From an optimization exercise on the open Yosys and OpenROAD flow, aimed at small area, a short achievable clock period and few clock cycles; shortcuts taken in it are not production practice. In this exercise RTL edits were held to simulation tests only and were not proved equivalent to the original. Power is estimated from default activity; no workload was simulated.

==> flow/design.v, too long to show whole: its modules and the start of the top module <==
// module matmul_ctrl: 54 lines
// module operand_addr_gen: 115 lines
// module mac_unit: 1807 lines
// module mac_fa: 7 lines
// module mac_ha: 7 lines
// module result_writer: 29 lines
// module matmul_top: 89 lines
module matmul_top #(
  parameter int ADDR_W = 16
) (
  input  logic                          clk,
  input  logic                          reset_n,
  input  logic                          dut_valid,
  output logic                          dut_ready,
  output logic [ADDR_W-1:0]             input_read_address,
  input  matmul_pkg::sram_word_u        input_read_data,
  output logic [ADDR_W-1:0]             weight_read_address,
  input  matmul_pkg::sram_word_u        weight_read_data,
  output logic                          result_write_enable,
  output logic [ADDR_W-1:0]             result_write_address,
  output logic [matmul_pkg::DATA_W-1:0] result_write_data
);
  // ...
==> flow/flow/run.sh <==
#!/bin/bash
# Standard ORFS layout at the design's clock and constraints, with faster
# port buffers and timing repair aimed below the clock period.
set -euo pipefail
bash standard.sh \
  "BUFFER_PORTS_ARGS=-buffer_cell sky130_fd_sc_hd__buf_4" \
  SETUP_SLACK_MARGIN=7.8 \
  TNS_END_PERCENT=100 \
  finish > standard_flow.log 2>&1
==> flow/standard.sh <==
#!/bin/bash
# synth_recipe.tcl (not shown) runs the flow's synth.tcl, then flattens the netlist and writes it again
# the make line also repeats each setting of config.mk as NAME=value (left out here)
make -C /OpenROAD-flow-scripts/flow DESIGN_CONFIG=/design/flow/config.mk WORK_HOME=/design/flow/orfs CLKGATE_MAP_FILE= SYNTH_SCRIPT=/design/flow/synth_recipe.tcl "${@:-finish}"
==> flow/config.mk <==
export PLATFORM = sky130hd
export DESIGN_NAME = matmul_top
export DESIGN_NICKNAME = matmul_top
export VERILOG_FILES = /design/flow/design.v
export SDC_FILE = /design/flow/constraint.sdc
export NUM_CORES = 4
export LEC_CHECK = 0
export CAP_MARGIN = 20
export CORE_MARGIN = 2
export CORE_UTILIZATION = 40
export CTS_CLUSTER_DIAMETER = 120
export CTS_CLUSTER_SIZE = 22
export SLEW_MARGIN = 20
export SYNTH_HIERARCHICAL = 1
==> flow/constraint.sdc <==
create_clock -name core_clock -period 11.0 [get_ports {clk}]
set_input_delay 2.2000 -clock core_clock [delete_from_list [all_inputs] [get_ports {clk}]]
set_output_delay 2.2000 -clock core_clock [all_outputs]
set_load 0.01 [all_outputs]
==> flow_metrics.py, run 1 <==
metrics = {
    "outcome": {
        "status": "finished clean",
    },
    "pwr": {
        "p_int_mw": 4.54,
        "p_comb_mw": 3.83,
        "p_seq_mw": 2.57,
    },
    "setup_path": {
        "startpoint": "u_addr_gen.a_addr[3]$_SDFF_PP0_",
        "reg2reg_slack_ps": 7850,
        "path_buf_inv": 1,
        "slowest_stage": "dfxtp_4",
    },
    "clocking": {
        "cts_num_sinks": 465,
        "post_cts_buffers": 43,
        "cts.reportedPaths.clkPinSlew_ps": 90,
        "clock_latency_ps": 610,
    },
    "min_path": {
        "hp-class": "flop to flop",
        "hold_path_startpoint": "u_addr_gen.tg2[2]$_SDFF_PP1_",
    },
    "layout": {
        "final_cell_mix": "xnor2_1, dfxtp_1, a22oi_1, fa_1, buf_4",
        "seq_cells": 465,
        "fin_area_um2": 30600,
        "instances_no_fill": 3418,
        "drive_gt1_frac": 0.158,
    },
    "timing": {
        "fin_skew_ps": 25.0,
        "whs_ps": 339,
        "worst_slew_pin_slew_ps": 1010,
    },
    "placement": {
        "io_buffers": 148,
        "dp_cells": 3333,
    },
    "floorplanning": {
        "n_tap_cell": 873,
        "ios": 149,
        "rows": 95,
    },
    "grt": {
        "antenna_found_initial": 4,
    },
    "routing": {
        "via_per_inst": 5.50,
        "dr.pass1.iters": 6,
    },
}
Testbench counts, summed over its fixed seeds: cycles 33,512.
==> run 2, diff against run 1 <==
--- a/flow/flow/run.sh
+++ b/flow/flow/run.sh
@@ -4,6 +4,6 @@
 set -euo pipefail
 bash standard.sh \
   "BUFFER_PORTS_ARGS=-buffer_cell sky130_fd_sc_hd__buf_4" \
-  SETUP_SLACK_MARGIN=7.8 \
+  SETUP_SLACK_MARGIN=7.7 \
   TNS_END_PERCENT=100 \
   finish > standard_flow.log 2>&1
--- a/flow/config.mk
+++ b/flow/config.mk
@@ -8,7 +8,5 @@
 export CAP_MARGIN = 20
 export CORE_MARGIN = 2
 export CORE_UTILIZATION = 40
-export CTS_CLUSTER_DIAMETER = 120
-export CTS_CLUSTER_SIZE = 22
 export SLEW_MARGIN = 20
 export SYNTH_HIERARCHICAL = 1
==> run 2 against run 1 <==
Net effect: clock power rose by 77%; non-clock buffer count is 7 higher; design area is 3.1% higher; worst hold slack got worse by 1.1 ps; clock-buffer cell count is 41 higher; still clean; wire length is 3.3% higher; sequential power hardly changed; setup slack worse by 38 ps; critical path depth stayed put; sequential share of layout area down 1.2 points; critical endpoint is now result_write_enable; synthesized area stayed put.
==> flow_metrics.py, run 2 <==
metrics = {
    "setup_path": {
        "path_buf_inv": 1,
        "path_max_fanout": 6,
        "cp.arrival_ps": 1140,
        "endpoint_kind": "primary output",
        "critical_path_class": "flop to primary output",
        "crit_chain": "buf_6",
        "slowest_stage": "dfxtp_4",
        "crit_family": "flip-flops",
        "worstSetupStartpointType": "flop",
        "max_stage_delay_ps": 390,
        "critPathRequiredTime_ps": 8800,
    },
    "floorplanning": {
        "dieHeight_um": 264,
        "core_um2": 67200,
        "chipWidth_um": 264,
        "die_area_um2": 69900,
        "ios": 149,
        "initial_core_util": 0.404,
        "rows": 95,
    },
    "timing": {
        "setup_viol_count_final": 0,
        "hold_viol_final": 0,
        "slew_headroom": 0.256,
        "finalWorstSetupSlack_ps": 7660,
        "drv_slew": 0,
        "max_freq_ghz": 0.299,
        "fin_skew_ps": 45.0,
        "rsz0062_at_grt": "yes",
        "worst_slew_pin_slew_ps": 1110,
        "whs_ps": 338,
        "tns_ps": 0,
        "period_share": 0.304,
        "fin_crit_ps": 3340,
    },
    "placement": {
        "placed_cell_area_um2": 28900,
        "io_buffers": 148,
        "post-place-ws_ps": 7370,
        "dp_cells": 3332,
        "gp_congestion": 0.866,
        "dpl.hpwl_mm": 51.1,
    },
    "routing": {
        "routed_wl_mm": 71.6,
        "dr.pass1.iters": 6,
        "antenna_left": 0,
        "vias": 19200,
        "wire_per_inst_um": 20.6,
        "via_per_inst": 5.53,
        "drtIter0Drc": 1436,
        "drc": 0,
    },
    "synthesis": {
        "synth_ff_type": "dfxtp_1",
        "synth_area_leader_cell": "dfxtp_1",
        "synth_cell_type_count": 75,
        "synth.most_common_cell": "dfxtp_1",
        "syn_inst": 2469,
        "synth_fp_nets": 2865,
        "yosysSeqAreaShare": 0.375,
        "ys_seq_elements": 465,
        "yosys-top-cells-area": "dfxtp_1, fa_1, xnor2_1",
        "syn_area_um2": 27100,
        "synth_edf_count": 86,
        "synth_commonest_cells": "dfxtp_1, xnor2_1, a22oi_1",
        "async_flop_share": 0,
        "synth_top_area_frac": 0.280,
        "yosysWarningCount": 10,
        "syn_area_per_cell_um2": 11.0,
    },
    "pwr": {
        "power.density_nw_per_um2": 259,
        "ir_worst_vdd_uv": 133,
        "power_mw": 8.19,
        "leakage_nw": 11.7,
    },
    "layout": {
        "instances_no_fill": 3482,
        "area_delta_synth_final_pct": 16.3,
        "n_antenna_cell": 0,
        "drive_gt1_frac": 0.167,
        "fin_area_um2": 31600,
        "layout.nets": 2963,
        "layout_commonest_cell": "xnor2_1",
        "regMostFlops": "u_mac.m1",
        "fin_util": 0.470,
        "largest_reg_flops": 119,
        "fillers": 6054,
        "final_cell_mix": "xnor2_1, dfxtp_1, a22oi_1, fa_1, buf_4",
    },
    "outcome": {
        "status": "finished clean",
    },
    "clocking": {
        "cts_made_buffers": 52,
        "clock_latency_ps": 630,
        "cts_num_sinks": 465,
        "cts.reportedPaths.clkPinSlew_ps": 60,
        "cts_tree": "done",
        "cts_buffer_depth": 3,
        "root_buffer": "clkbuf_16",
        "h-tree-depth": 2,
    },
    "grt": {
        "track_usage": 0.204,
        "antenna_found_initial": 4,
        "grt_pass1_vias": 20000,
        "grt_max_degree": 90,
        "grt_pass1_wl_mm": 113,
        "grt-ovfl-total": 0,
    },
    "run": {
        "maxCapViolations": 0,
    },
    "min_path": {
        "hp-class": "flop to flop",
    },
}
[run 2: cell types whose count changed in the layout (fill, tap and decap cells not counted), moves of 3 or more]
cell	previous run	this run
buf_4	133	169
dfxtp_2	78	56
bufinv_16	1	5
buf_6	84	57
dfxtp_1	265	292
clkbuf_16	25	52
xnor2_2	1	4
xnor2_1	357	354
dfxtp_4	36	31
clkinv_2	0	8
clkbuf_8	0	14
[run 2: cell families (layout without fill, tap and decap cells)]
kind of cell             Yosys count  after routing  share of synthesized area
adder cells (fa/ha/maj)          329            329                      0.223
flip-flops                       465            465                      0.375
XOR/XNOR                         424            424                      0.137
AO/OA/AOI/OAI                    513            513                      0.130
multiplexers                      15             15                    0.00590
AND/OR/NAND/NOR                  506            506                     0.0989
buffers and inverters            217            357                     0.0308
[run 2: worst paths after layout]
kind,start,end,slack (ps),cells after the start
max,u_writer.result_write_enable$_SDFF_PN0_,result_write_enable,7660,1
min,u_addr_gen.tg3[0]$_DFF_P_,u_addr_gen.tg4[0]$_DFF_P_,340,0
max reg2reg,u_mac.a_q[18]$_DFF_P_,u_mac.m1[114]$_DFF_P_,7730,6
min reg2reg,u_addr_gen.tg3[0]$_DFF_P_,u_addr_gen.tg4[0]$_DFF_P_,340,0
[run 2: final cells by class]
cell class                 instances  area (um2)  area share
clock inverter                    19         294     0.00931
multi-input combinational       1787       16200       0.515
timing repair buffer             226        1910      0.0605
inverter                          35         134     0.00424
sequential                       465       10400       0.328
tap                              873        1090      0.0346
clock buffer                      77        1540      0.0486
[run 2: power breakdown]
group	switching, mW	leakage (nW)	internal, mW	total, mW
Sequential	0.291	4.00	2.26	2.55
Combinational	2.02	6.80	1.80	3.82
Clock	0.726	0.893	1.09	1.82
Total	3.04	11.7	5.15	8.19
[run 2: per-layer routing]
layer	vias up	share of wire	GRT usage
met3	168	0.066	0.0395
li1	8788	-	-
met2	653	0.48	0.343
met5	-	0.00075	0
met1	9625	0.41	0.255
met4	8	0.039	0.0881
[run 2: per-module statistics from Yosys, one instance, submodules excluded, excerpt]
module       flops+latches  copies in the design  cells
mac_fa                   0                   255      1
mac_ha                   0                    32      1
mac_unit               295                     1   1372
matmul_ctrl             41                     1     72
[run 2: repair_timing]
item | CTS | global route
endpoints found under the hold margin | 0 | 0
resized for setup | 148 | 23
hold buffers | 0 | 0
endpoints found under the setup margin | 78 | 57
cloned | 0 | 0
setup buffers | 39 | 15

[what the ideal ports hide]
The flow's constraints put no driver on any port. The routed layouts listed below were extracted and timed again, unchanged, in two steps.
Step 1, drivers: a clkbuf_16 drives clk and a buf_2 each remaining input, both assumed.
Step 2, shift: input delay + t, output delay - t, t = (earliest + latest rising clock arrival at the registers) / 2. This alone moves slack from input paths to output paths.
Three values: no drivers, after step 1, after step 2; two values: the first two.
run | t (ns) | slack for setup (ns) | slew at the worst register clock pin (ns)
run 1 | 0.659 | 7.697 / 7.636 / 7.336 | 0.10 / 0.10
run 2 | 0.672 | 7.659 / 7.599 / 7.347 | 0.06 / 0.06
After both steps every run listed still meets setup and hold. The setup slack of run 1, which loses most, moves by -0.061 ns with the drivers and by -0.361 ns with both steps.
